Context: an optimization exercise on an open-source flow, tuned for small area, a short achievable clock period and few clock cycles per item. The choices shown serve that exercise and are no tape-out recipe. For this run, only the layout was checked, not whether the RTL still works. No activity file was given, so power comes from the tool's default toggle rates.

[design/flow/run.sh]
#!/bin/bash
# synth_recipe.tcl (not shown) runs the flow's synth.tcl, then flattens the netlist and writes it again
# the make line also repeats each setting of config.mk as NAME=value (left out here)
make -C /OpenROAD-flow-scripts/flow DESIGN_CONFIG=/design/flow/config.mk WORK_HOME=/design/flow/orfs CLKGATE_MAP_FILE= SYNTH_SCRIPT=/design/flow/synth_recipe.tcl finish
[design/flow/config.mk]
export PLATFORM = sky130hd
export DESIGN_NAME = alu_iter
export DESIGN_NICKNAME = alu_iter
export VERILOG_FILES = /design/flow/design.v
export SDC_FILE = /design/flow/constraint.sdc
export NUM_CORES = 4
export LEC_CHECK = 0
export CAP_MARGIN = 20
export CORE_MARGIN = 2
export CORE_UTILIZATION = 40
export SETUP_SLACK_MARGIN = 3.0
export SLEW_MARGIN = 20
[design/flow/constraint.sdc]
create_clock -name core_clock -period 8.0 [get_ports {clk}]
set_input_delay 1.6000 -clock core_clock [delete_from_list [all_inputs] [get_ports {clk}]]
set_output_delay 1.6000 -clock core_clock [all_outputs]
set_load 0.01 [all_outputs]
[design/flow/design.v]
package alu_pkg;
    localparam logic [1:0] ALUOP_ADD   = 2'b00;
    localparam logic [1:0] ALUOP_SUB   = 2'b01;
    localparam logic [1:0] ALUOP_RTYPE = 2'b10;
    localparam logic [1:0] ALUOP_ITYPE = 2'b11;
    localparam logic [6:0] F7_BASE   = 7'b0000000;
    localparam logic [6:0] F7_ALT    = 7'b0100000;
    localparam logic [6:0] F7_MULDIV = 7'b0000001;
    localparam logic [2:0] PH_IDLE = 3'd0;   
    localparam logic [2:0] PH_MUL  = 3'd1;   
    localparam logic [2:0] PH_D1   = 3'd2;   
    localparam logic [2:0] PH_D2   = 3'd3;   
    localparam logic [2:0] PH_DIV  = 3'd4;   
    localparam logic [2:0] PH_FIN  = 3'd5;   
endpackage
module alu_iter #(
    parameter int XLEN = 32
) (
    input  logic            clk,
    input  logic            rst,
    input  logic            in_valid,
    output logic            in_ready,
    input  logic [XLEN-1:0] read_data1,
    input  logic [XLEN-1:0] read_data2,
    input  logic [XLEN-1:0] imm,
    input  logic            ALUSrc,
    input  logic [1:0]      ALUOp,
    input  logic [2:0]      funct3,
    input  logic [6:0]      funct7,
    output logic            out_valid,
    input  logic            out_ready,
    output logic [XLEN-1:0] ALU_result,
    output logic            zero,
    output logic            illegal
);
    logic [2:0]  ph_q;           
    logic        out_valid_q;
    logic        illegal_q;
    logic [31:0] lo_q;           
    logic [31:0] hi_q;           
    logic [4:0]  cnt_q;          
    logic        pb_q;           
    logic [31:0] op_a, op_b;
    assign op_a = read_data1;
    assign op_b = ALUSrc ? imm : read_data2;
    logic is_r, is_i, base_tab, alt, md;
    assign is_r     = (ALUOp == alu_pkg::ALUOP_RTYPE);
    assign is_i     = (ALUOp == alu_pkg::ALUOP_ITYPE);
    assign base_tab = is_i || (is_r && funct7 == alu_pkg::F7_BASE);
    assign alt      = is_r && (funct7 == alu_pkg::F7_ALT);
    assign md       = is_r && (funct7 == alu_pkg::F7_MULDIV);
    logic op_sum, op_slt, op_xor, op_or, op_and, op_sh, op_sra, op_sll;
    logic op_ill, op_mul, op_div;
    assign op_sum  = !ALUOp[1] || ((base_tab || alt) && funct3 == 3'd0);    
    assign op_slt  = base_tab && funct3[2:1] == 2'b01;                      
    assign op_xor  = base_tab && funct3 == 3'd4;
    assign op_or   = base_tab && funct3 == 3'd6;
    assign op_and  = base_tab && funct3 == 3'd7;
    assign op_sh   = (base_tab && funct3[1:0] == 2'b01) || (alt && funct3 == 3'd5);
    assign op_sll  = !funct3[2];                                            
    assign op_sra  = is_i ? imm[10] : alt;                                  
    assign op_mul  = md && !funct3[2];
    assign op_div  = md && funct3[2];
    assign op_ill  = is_r && !(funct7 == alu_pkg::F7_BASE || funct7 == alu_pkg::F7_MULDIV ||
                               (funct7 == alu_pkg::F7_ALT && (funct3 == 3'd0 || funct3 == 3'd5)));
    logic c_md, c_mul, c_div, c_inv, c_sext;
    assign c_md   = ALUOp[1] && !ALUOp[0] && funct7[0];
    assign c_mul  = c_md && !funct3[2];
    assign c_div  = c_md && funct3[2];
    assign c_inv  = (ALUOp == 2'b01) || (ALUOp[1] && funct3[2:1] == 2'b01) ||
                    (ALUOp == 2'b10 && funct7[5] && funct3 == 3'd0);
    assign c_sext = ALUOp[1] && funct3 == 3'd2;
    logic mul_as, mul_ub, mul_hi;
    assign mul_as = funct3[1] ^ funct3[0];       
    assign mul_ub = funct3[1];                   
    assign mul_hi = funct3[1] | funct3[0];       
    logic div_rem, a_neg, b_neg, div_fix, b_zero;
    assign div_rem = funct3[1];
    assign a_neg   = !funct3[0] && op_a[31];
    assign b_neg   = !funct3[0] && op_b[31];
    assign div_fix = div_rem ? a_neg : (a_neg ^ b_neg);
    assign b_zero  = (op_b == 32'd0);
    logic [31:0] b_cmp;
    logic [4:0]  i0;
    assign b_cmp = b_neg ? ~op_b : op_b;
    always_comb begin
        i0 = 5'd31;
        for (int k = 0; k < 31; k++)
            if (b_cmp[k]) i0 = 5'(31 - k);
    end
    logic in_idle, in_mul, in_d1, in_d2, in_div, in_fin;
    assign in_idle = (ph_q == alu_pkg::PH_IDLE);
    assign in_mul  = (ph_q == alu_pkg::PH_MUL);
    assign in_d1   = (ph_q == alu_pkg::PH_D1);
    assign in_d2   = (ph_q == alu_pkg::PH_D2);
    assign in_div  = (ph_q == alu_pkg::PH_DIV);
    assign in_fin  = (ph_q == alu_pkg::PH_FIN);
    logic quick, start_mul, start_div;
    assign quick     = !(op_mul || (op_div && !b_zero));
    assign start_mul = in_idle && op_mul;
    assign start_div = in_idle && op_div && !b_zero;
    logic mul_more, cnt7, cnt8, cnt0, mul_top, div_last;
    assign mul_more = mul_ub && op_b[31];           
    assign cnt7     = (cnt_q == 5'd7);
    assign cnt8     = (cnt_q == 5'd8);
    assign cnt0     = (cnt_q == 5'd0);
    assign mul_top  = in_mul && cnt7 && mul_hi && !mul_more;    
    assign div_last = (in_div || in_d2) && cnt0;
    logic free, done, accept, step;
    assign free   = !out_valid_q || out_ready;
    assign done   = (in_idle && quick) || (in_mul && cnt7 && !mul_more) || (in_mul && cnt8) ||
                    (div_last && !div_fix) || in_fin;
    assign in_ready = free && done;
    assign accept   = in_valid && in_ready;
    assign step     = in_valid && free;
    logic b3, b2, b1, b0, bm;
    always_comb begin
        if (in_idle) begin
            {b3, b2, b1, b0} = op_b[3:0]; bm = 1'b0;
        end else if (cnt8) begin
            {b3, b2, b1, b0} = 4'd0; bm = pb_q;
        end else begin
            {b3, b2, b1, b0} = lo_q[3:0]; bm = pb_q;
        end
    end
    logic n0, o0, w0, n1, o1, w1;    
    assign n0 = b1 && !(b0 && bm);
    assign o0 = b0 ^ bm;
    assign w0 = (b1 && !b0 && !bm) || (!b1 && b0 && bm);
    assign n1 = b3 && !(b2 && b1);
    assign o1 = b2 ^ b1;
    assign w1 = (b3 && !b2 && !b1) || (!b3 && b2 && b1);
    logic [36:0] xv, yv, zv, xo, yo, t;
    logic        xinv, yinv, cin_a, cin_b;
    logic [36:0] a_ext, pp0, pp1;
    assign a_ext = {{5{mul_as && op_a[31]}}, op_a};
    assign pp0   = w0 ? {a_ext[35:0], 1'b0} : (o0 ? a_ext : '0);
    assign pp1   = w1 ? {a_ext[33:0], 3'b0} : (o1 ? {a_ext[34:0], 2'b0} : '0);
    always_comb begin
        xv = '0; yv = '0; zv = '0; xinv = 1'b0; yinv = 1'b0; cin_b = 1'b0;
        if (in_idle && !c_mul && !c_div) begin
            xv   = {{5{c_sext && op_a[31]}}, op_a};
            yv   = {{5{c_sext && op_b[31]}}, op_b};
            yinv = c_inv;
        end else if (in_idle && c_div) begin
            xv   = {5'd0, op_a};
            xinv = a_neg && !b_zero;
        end else if (in_idle || in_mul) begin
            xv    = in_mul ? {{5{hi_q[31]}}, hi_q} : '0;
            yv    = pp0;
            yinv  = n0;
            zv    = n1 ? {~pp1[36:2], 2'b11} : pp1;
            cin_b = n1;
        end else if (in_div || in_d2) begin
            xv   = in_d2 ? {5'd0, hi_q} : {4'd0, hi_q, lo_q[31]};
            yv   = {{5{b_neg}}, op_b};
            yinv = !b_neg;
        end else begin
            xv   = {5'd0, div_rem ? hi_q : lo_q};
            xinv = 1'b1;
        end
    end
    assign cin_a = xinv | yinv;
    assign xo  = xv ^ {37{xinv}};
    assign yo  = yv ^ {37{yinv}};
    logic [36:0] cs_s, cs_c, ap, ag, cv;
    assign cs_s = xo ^ yo ^ zv;
    assign cs_c = (xo & yo) | (xo & zv) | (yo & zv);
    assign cv   = {cs_c[35:0], cin_a};
    logic [37:0] pg_g [0:6];
    logic [37:0] pg_p [0:6];
    assign ap = cs_s ^ cv;
    assign ag = cs_s & cv;
    assign pg_g[0] = {ag, cin_b};
    assign pg_p[0] = {ap, 1'b0};
    for (genvar l = 0; l < 6; l++) begin : g_lvl
        for (genvar i = 0; i < 38; i++) begin : g_bit
            if (((i >> l) & 1) != 0) begin : g_op
                localparam int J = ((i >> l) << l) - 1;
                assign pg_g[l+1][i] = pg_g[l][i] | (pg_p[l][i] & pg_g[l][J]);
                assign pg_p[l+1][i] = pg_p[l][i] & pg_p[l][J];
            end else begin : g_pass
                assign pg_g[l+1][i] = pg_g[l][i];
                assign pg_p[l+1][i] = pg_p[l][i];
            end
        end
    end
    assign t = ap ^ pg_g[6][36:0];
    logic [31:0] sh_src, sh_l, sh_out;
    logic [30:0] sh_h;
    logic [4:0]  sh_s;
    logic        sh_left, sh_dv;
    assign sh_dv   = in_d1 || in_d2;
    assign sh_src  = sh_dv ? lo_q : op_a;
    assign sh_left = !sh_dv && op_sll;
    always_comb begin
        if (in_d2) begin
            sh_h = sh_src[30:0];                   
            sh_l = '0;
        end else if (sh_left) begin
            sh_h = sh_src[31:1];                   
            sh_l = {sh_src[0], 31'd0};
        end else begin
            sh_h = {31{op_sra && !in_d1 && sh_src[31]}};
            sh_l = sh_src;                         
        end
        if (sh_dv)        sh_s = cnt_q;
        else if (op_sll)  sh_s = ~op_b[4:0];
        else              sh_s = op_b[4:0];
    end
    logic [62:0] fs0;
    logic [46:0] fs1;
    logic [38:0] fs2;
    logic [34:0] fs3;
    logic [32:0] fs4;
    assign fs0    = {sh_h, sh_l};
    assign fs1    = sh_s[4] ? fs0[62:16] : fs0[46:0];
    assign fs2    = sh_s[3] ? fs1[46:8]  : fs1[38:0];
    assign fs3    = sh_s[2] ? fs2[38:4]  : fs2[34:0];
    assign fs4    = sh_s[1] ? fs3[34:2]  : fs3[32:0];
    assign sh_out = sh_s[0] ? fs4[32:1]  : fs4[31:0];
    logic        q_bit;
    logic [31:0] r_nx;
    assign q_bit = !t[36];
    assign r_nx  = q_bit ? t[31:0] : xv[31:0];
    logic s_t, s_lt, s_xor, s_or, s_and, s_sh, s_ones, s_mshift, s_mtop, s_dshift, s_rnx, s_hold, s_dq;
    always_comb begin
        s_t = 1'b0; s_lt = 1'b0; s_xor = 1'b0; s_or = 1'b0; s_and = 1'b0; s_sh = 1'b0;
        s_ones = 1'b0; s_mshift = 1'b0; s_mtop = 1'b0; s_dshift = 1'b0; s_rnx = 1'b0; s_hold = 1'b0; s_dq = 1'b0;
        if (in_idle) begin
            s_t      = op_sum || (op_div && !(b_zero && !div_rem));
            s_lt     = op_slt;
            s_xor    = op_xor;
            s_or     = op_or;
            s_and    = op_and;
            s_sh     = op_sh;
            s_ones   = op_div && b_zero && !div_rem;
            s_mshift = op_mul;
        end else if (in_mul) begin
            s_t      = cnt8;
            s_mtop   = mul_top;
            s_mshift = !cnt8 && !mul_top;
        end else if (in_d1) begin
            s_hold   = 1'b1;
        end else if (in_d2) begin
            s_rnx    = cnt0 && div_rem && !div_fix;
            s_sh     = !(cnt0 && div_rem && !div_fix);
            s_dq     = !(cnt0 && div_rem && !div_fix);
        end else if (in_div) begin
            s_rnx    = cnt0 && div_rem && !div_fix;
            s_dshift = !(cnt0 && div_rem && !div_fix);
        end else begin
            s_t      = 1'b1;
        end
    end
    logic [31:0] lo_d, hi_d;
    assign lo_d = ({32{s_t}}      & t[31:0])
                | ({32{s_lt}}     & {31'd0, t[36]})
                | ({32{s_xor}}    & cs_s[31:0])
                | ({32{s_or}}     & (cs_s[31:0] | cs_c[31:0]))
                | ({32{s_and}}    & cs_c[31:0])
                | ({32{s_sh}}     & sh_out)
                | ({32{s_ones}})
                | ({32{s_mshift}} & {t[3:0], (in_idle ? op_b[31:4] : lo_q[31:4])})
                | ({32{s_mtop}}   & t[35:4])
                | ({32{s_dshift}} & {lo_q[30:0], q_bit})
                | ({32{s_rnx}}    & r_nx)
                | ({32{s_hold}}   & lo_q)
                | {31'd0, s_dq & q_bit};
    assign hi_d = in_d1 ? sh_out : ((in_d2 || in_div) ? r_nx : t[35:4]);
    always_ff @(posedge clk or posedge rst) begin
        if (rst) begin
            ph_q        <= alu_pkg::PH_IDLE;
            out_valid_q <= 1'b0;
        end else begin
            out_valid_q <= accept || (out_valid_q && !out_ready);
            if (!in_valid || accept) begin
                ph_q <= alu_pkg::PH_IDLE;
            end else if (free) begin
                case (ph_q)
                    alu_pkg::PH_IDLE: begin
                        if (start_mul)      ph_q <= alu_pkg::PH_MUL;
                        else if (start_div) ph_q <= alu_pkg::PH_D1;
                    end
                    alu_pkg::PH_D1:  ph_q <= alu_pkg::PH_D2;
                    alu_pkg::PH_D2:  ph_q <= cnt0 ? alu_pkg::PH_FIN : alu_pkg::PH_DIV;
                    alu_pkg::PH_DIV: if (cnt0) ph_q <= alu_pkg::PH_FIN;
                    default: ;
                endcase
            end
        end
    end
    always_ff @(posedge clk) begin
        if (accept) illegal_q <= in_idle && op_ill;
        if (step) begin
            lo_q <= lo_d;
            hi_q <= hi_d;
            pb_q <= in_idle ? op_b[3] : lo_q[3];
            if (in_idle)      cnt_q <= start_mul ? 5'd1 : i0;
            else if (in_mul)  cnt_q <= cnt_q + 5'd1;
            else if (in_div || in_d2) cnt_q <= cnt_q - 5'd1;
        end
    end
    assign out_valid  = out_valid_q;
    assign ALU_result = lo_q;
    assign zero       = (lo_q == 32'd0);
    assign illegal    = illegal_q;
endmodule
==> summary.txt <==
## cell type report
cell class              instances  share of cell area
multi-input cells            1939              0.6544
diodes                          2           0.0002295
well taps                     532             0.03052
inverters                      84             0.01446
repair buffers                443              0.1839
clock inverters                 7            0.003787
flip-flops and latches         75              0.1024
clock buffers                   9             0.01033
## per-layer routing
layer	global-route usage	vias to the layer above	wire, um
met2	0.6653	1825	41060
met1	0.5844	10245	37420
met4	0.3429	10	9157
met3	0.1708	520	14880
li1	-	9109	-
met5	0.02304	-	189
## where the power goes
| group | internal [mW] | total, mW | switching (mW) | leakage (nW) |
|---|---|---|---|---|
| registers | 0.831 | 1.25 | 0.421 | 0.744 |
| logic | 4.01 | 9.42 | 5.41 | 7.90 |
| clock network | 0.248 | 0.469 | 0.221 | 0.150 |
| total | 5.09 | 11.1 | 6.05 | 8.80 |
## cells in the final DEF, fill, tap and decap left out, types with 17 or more instances in the layout
cell                                n
sky130_fd_sc_hd__xor2_1            43
sky130_fd_sc_hd__o21ai_0          149
sky130_fd_sc_hd__o21ai_1           32
sky130_fd_sc_hd__a21o_1            43
sky130_fd_sc_hd__nand3_1           39
sky130_fd_sc_hd__fa_1              38
sky130_fd_sc_hd__clkdlybuf4s50_1  130
sky130_fd_sc_hd__o211ai_1          56
sky130_fd_sc_hd__nand2_1          256
sky130_fd_sc_hd__a21oi_1          208
sky130_fd_sc_hd__mux2i_1          133
sky130_fd_sc_hd__nor3_1            33
sky130_fd_sc_hd__edfxtp_1          71
sky130_fd_sc_hd__a21oi_2           25
sky130_fd_sc_hd__buf_6             22
sky130_fd_sc_hd__nor4_1            20
sky130_fd_sc_hd__buf_4            253
sky130_fd_sc_hd__o221ai_1          22
sky130_fd_sc_hd__inv_1             71
sky130_fd_sc_hd__a31oi_1           17
sky130_fd_sc_hd__a222oi_1          30
sky130_fd_sc_hd__and3_1            74
sky130_fd_sc_hd__xnor2_1           88
sky130_fd_sc_hd__o22ai_1           61
sky130_fd_sc_hd__o21ai_2           17
sky130_fd_sc_hd__nor2_1           161
sky130_fd_sc_hd__a211oi_1          39
sky130_fd_sc_hd__ha_1              30
## cell usage after synthesis (all sizes together) (9+ instances only)
master | instances | share of area
nand2 | 260 | 0.059
a21oi | 239 | 0.073
o21ai | 202 | 0.062
nor2 | 175 | 0.040
clkbuf | 155 | 0.036
mux2i | 149 | 0.091
xnor2 | 103 | 0.055
inv | 84 | 0.019
and3 | 77 | 0.029
edfxtp | 71 | 0.13
o22ai | 64 | 0.024
o211ai | 56 | 0.026
xor2 | 46 | 0.025
buf | 45 | 0.013
ha | 45 | 0.034
a21o | 44 | 0.020
fa | 42 | 0.051
a211oi | 40 | 0.018
nand3 | 40 | 0.012
nor3 | 35 | 0.011
a222oi | 30 | 0.018
o221ai | 27 | 0.014
nor4 | 25 | 0.010
a31oi | 19 | 0.0072
nor2b | 15 | 0.0057
a22oi | 14 | 0.0064
mux2 | 13 | 0.0089
nand4 | 13 | 0.0050
or3 | 13 | 0.0050
a221o | 11 | 0.0067
a221oi | 11 | 0.0059
o22a | 10 | 0.0053
a2111oi | 9 | 0.0075
a32oi | 9 | 0.0048
## repair_timing
item,4_1_cts,5_1_grt
resized for setup,144,91
buffers inserted,43,20
gates cloned,2,1
hold endpoints to repair,0,0
setup endpoints to repair,65,66
pin swaps,69,52
## worst max-delay path: stages
cell	delay, ns
sky130_fd_sc_hd__buf_6	0.09
sky130_fd_sc_hd__or4_4	0.55
sky130_fd_sc_hd__or4_4	0.50
sky130_fd_sc_hd__a2111oi_4	0.38
sky130_fd_sc_hd__o31ai_4	0.19
sky130_fd_sc_hd__buf_12	0.20
sky130_fd_sc_hd__buf_8	0.13
sky130_fd_sc_hd__xor2_4	0.19
sky130_fd_sc_hd__fa_2	0.45
sky130_fd_sc_hd__ha_4	0.18
sky130_fd_sc_hd__a21o_1	0.17
sky130_fd_sc_hd__a21o_1	0.17
sky130_fd_sc_hd__a21o_1	0.16
sky130_fd_sc_hd__a21o_1	0.16
sky130_fd_sc_hd__a21oi_2	0.13
sky130_fd_sc_hd__nor2_2	0.07
sky130_fd_sc_hd__o2111ai_4	0.31
sky130_fd_sc_hd__nand2_4	0.18
sky130_fd_sc_hd__nand3_4	0.14
sky130_fd_sc_hd__o21ai_4	0.07
sky130_fd_sc_hd__fa_2	0.37
sky130_fd_sc_hd__xnor2_2	0.17
sky130_fd_sc_hd__o21ai_2	0.10
sky130_fd_sc_hd__a2111oi_4	0.35
sky130_fd_sc_hd__o21ai_1	0.12
sky130_fd_sc_hd__a221o_1	0.27
## sequential cells by signal (all words and copies together), names as in the netlist
register and count:
hi_q 32, lo_q 32, cnt_q 5, ph_q 3, illegal_q 1, out_valid_q 1
pb_q 1
## cells by family after synthesis
logic type                 after synthesis  synth area share
xor gates and xnor gates               149           0.07951
and+or+nand+nor                        695            0.1961
AOI/OAI and AO/OA                      844            0.3340
adders and majority gates               87           0.08553
DFF                                     75            0.1360
buffers and inverters                  284           0.06762
muxes                                  163            0.1012
## worst paths after layout
kind | end | slack, ns | cells past startpoint
max | lo_q[28] | 0.74 | 26
min | out_valid_q | 0.67 | 2
max in group asynchronous | ph_q[0] | 6.43 | 2
min reg2reg | out_valid_q | 0.67 | 2
min in group asynchronous | out_valid_q | 1.40 | 2
max reg2reg | lo_q[28] | 1.01 | 29
==> summary.txt <==
CLOCK NETWORK
------------------------------------------------------------------------------------------
Insertion delay of the later-clocked pin in the worst-skew pair                    0.40 ns
Clock edge transition at the registers on the reported setup and hold paths        0.08 ns
Total clock buffers created by CTS                                                       9
Number of clock sinks                                                                   75
Root buffer selected by CTS                                                   sky130_fd_sc_hd__clkbuf_16
CTS tree                                                                             built
CTS Buffer Depth                                                                         2
H-tree lvl count                                                                         3
Total of hold buffers inserted after clock tree synthesis                                0

ROUTING
------------------------------------------------------------------------------------------
Routed wire per std cell                                                          33.23 um
Number of search-and-repair iterations in the first detailed-routing pass                8
Wire length reported by the detailed router                                       102.7 mm
Via count                                                                           21.71k
Remaining antenna violation count                                                        0
Iteration-0 DRC Markers                                                               3680
Average vias per placed instance                                                     7.023
Remaining routing DRC violations                                                         0

TIMING
------------------------------------------------------------------------------------------
Smallest setup slack after layout                                                0.7407 ns
Final setup violation count                                                              0
Min Hold Slack                                                                   0.6746 ns
Final worst path period share                                                       0.9074
Setup repair after global routing missed its margin                                   true
Headroom to the max-slew limit                                                      0.1662
Aggregate negative setup slack                                                        0 ns
Final Hold Fails                                                                         0
Setup skew after layout                                                         0.01721 ns
Fmax                                                                            0.1378 GHz
Final min period                                                                  7.259 ns
Final-report max-slew violation count                                                    0
Actual slew at the worst max-slew pin                                             1.216 ns

DIE
------------------------------------------------------------------------------------------
Core box area                                                                  0.04065 mm2
Floorplan die height                                                              206.6 um
Die width                                                                         206.6 um
Die area                                                                       0.04267 mm2
Site row count                                                                          74
Initial Utilization                                                                 0.4038
I/O pin count                                                                          149

LAYOUT
------------------------------------------------------------------------------------------
Nets@finish                                                                           2752
Area added between synthesis and finish                                             32.87%
Non-Filler Cell Area, Final                                                    0.02181 mm2
Final cell count without fillers                                                      3091
Area of combinational cells with multiple inputs                               0.01427 mm2
Combined flip-flop and latch cell area                                        0.002232 mm2
Fill count                                                                            3969
Util after Layout                                                                   0.5365
Share of cells above drive strength 1                                               0.2092

MIN PATH
------------------------------------------------------------------------------------------
Start point of the worst min-delay path                                        out_valid_q
Hold Path Class                                                                    reg2reg

SYNTHESIS
------------------------------------------------------------------------------------------
Post-Syn Area                                                                  0.01641 mm2
Post-synthesis register bit count                                                       75
Synthesized Nets                                                                      2497
Number of instances in the synthesized netlist                                        2297
Avg Cell Area, Syn                                                               7.146 um2
Number of warnings reported in the yosys synthesis log                                   3
Post-synthesis async set-or-reset flop share                                       0.05333
Sequential area share after synthesis                                               0.1360
Primary FF master, synth                                                      sky130_fd_sc_hd__edfxtp_1
Count of distinct cell types in the synthesized netlist                                 79
EDFF count, synth                                                                       71

PLACEMENT
------------------------------------------------------------------------------------------
Half-perimeter wire length after placement                                        76.50 mm
Weighted congestion at the end of routability-driven global placement                1.057
Post-placement setup slack                                                      -0.1713 ns
Total placed cells including tap cells                                                3006
PortBufs                                                                               148
Placed Area                                                                    0.01997 mm2

SETUP PATH
------------------------------------------------------------------------------------------
Largest fanout of any net on the critical path                                           5
Critical R2R Launch                                                               cnt_q[2]
Worst Path Class, Setup                                                             in2reg
Critical Path Sink Type                                                          flip-flop
Data required time at the worst endpoint                                           8.16 ns
Data arrival at the endpoint of the critical path                                  7.42 ns
Setup crit start                                                              read_data2[5]
Launching element type of the critical path                                   primary input

RUN STATUS
------------------------------------------------------------------------------------------
Result of the run                                                 timing/DRC/antenna clean

GLOBAL ROUTING
------------------------------------------------------------------------------------------
Vias in the first global route                                                      20.27k
Wire length of the first global-routing pass                                      143.5 mm
Pin count of the biggest net entering global routing                                    66
Overflow left after global routing                                                       0
Antenna violations before repair                                                         9
Global-route usage over all layers                                                  0.4707

PWR
------------------------------------------------------------------------------------------
Post-layout power                                                                 11.14 mW
Static leakage                                                                    8.798 nW
Power density over the cells                                                  510.7 mW/mm2
Worst IR Drop VDD                                                                0.4610 mV

FLOW RUN
------------------------------------------------------------------------------------------
Max Cap Violations                                                                       0

port drivers added, routing unchanged:
No port has a modelled driver above. Below, the same layout with a new extraction and two added sets of constraints. Step 1, drivers: a clkbuf_16 drives clk and a buf_2 each remaining input, both assumed. Step 2 moves the port delays by t, midway between the first and last clock arrival at a register: inputs arrive t later, outputs are due t later. That takes back most of the time a late clock gives input paths. a / b / c = ideal ports / drivers / drivers and shift; a / b = the first two.
shift t [ns]: 0.447
setup slack, ns: 0.741 / 0.760 / 0.314
latest minus earliest clock arrival (ns): 0.018 / 0.017
worst slew at a driven data input, ns: 0.06
cell pins on the clock port's net: 1
After both steps setup and hold are still met in this run. For this run, drivers alone change the setup slack by +0.019 ns; drivers and shift together by -0.427 ns.
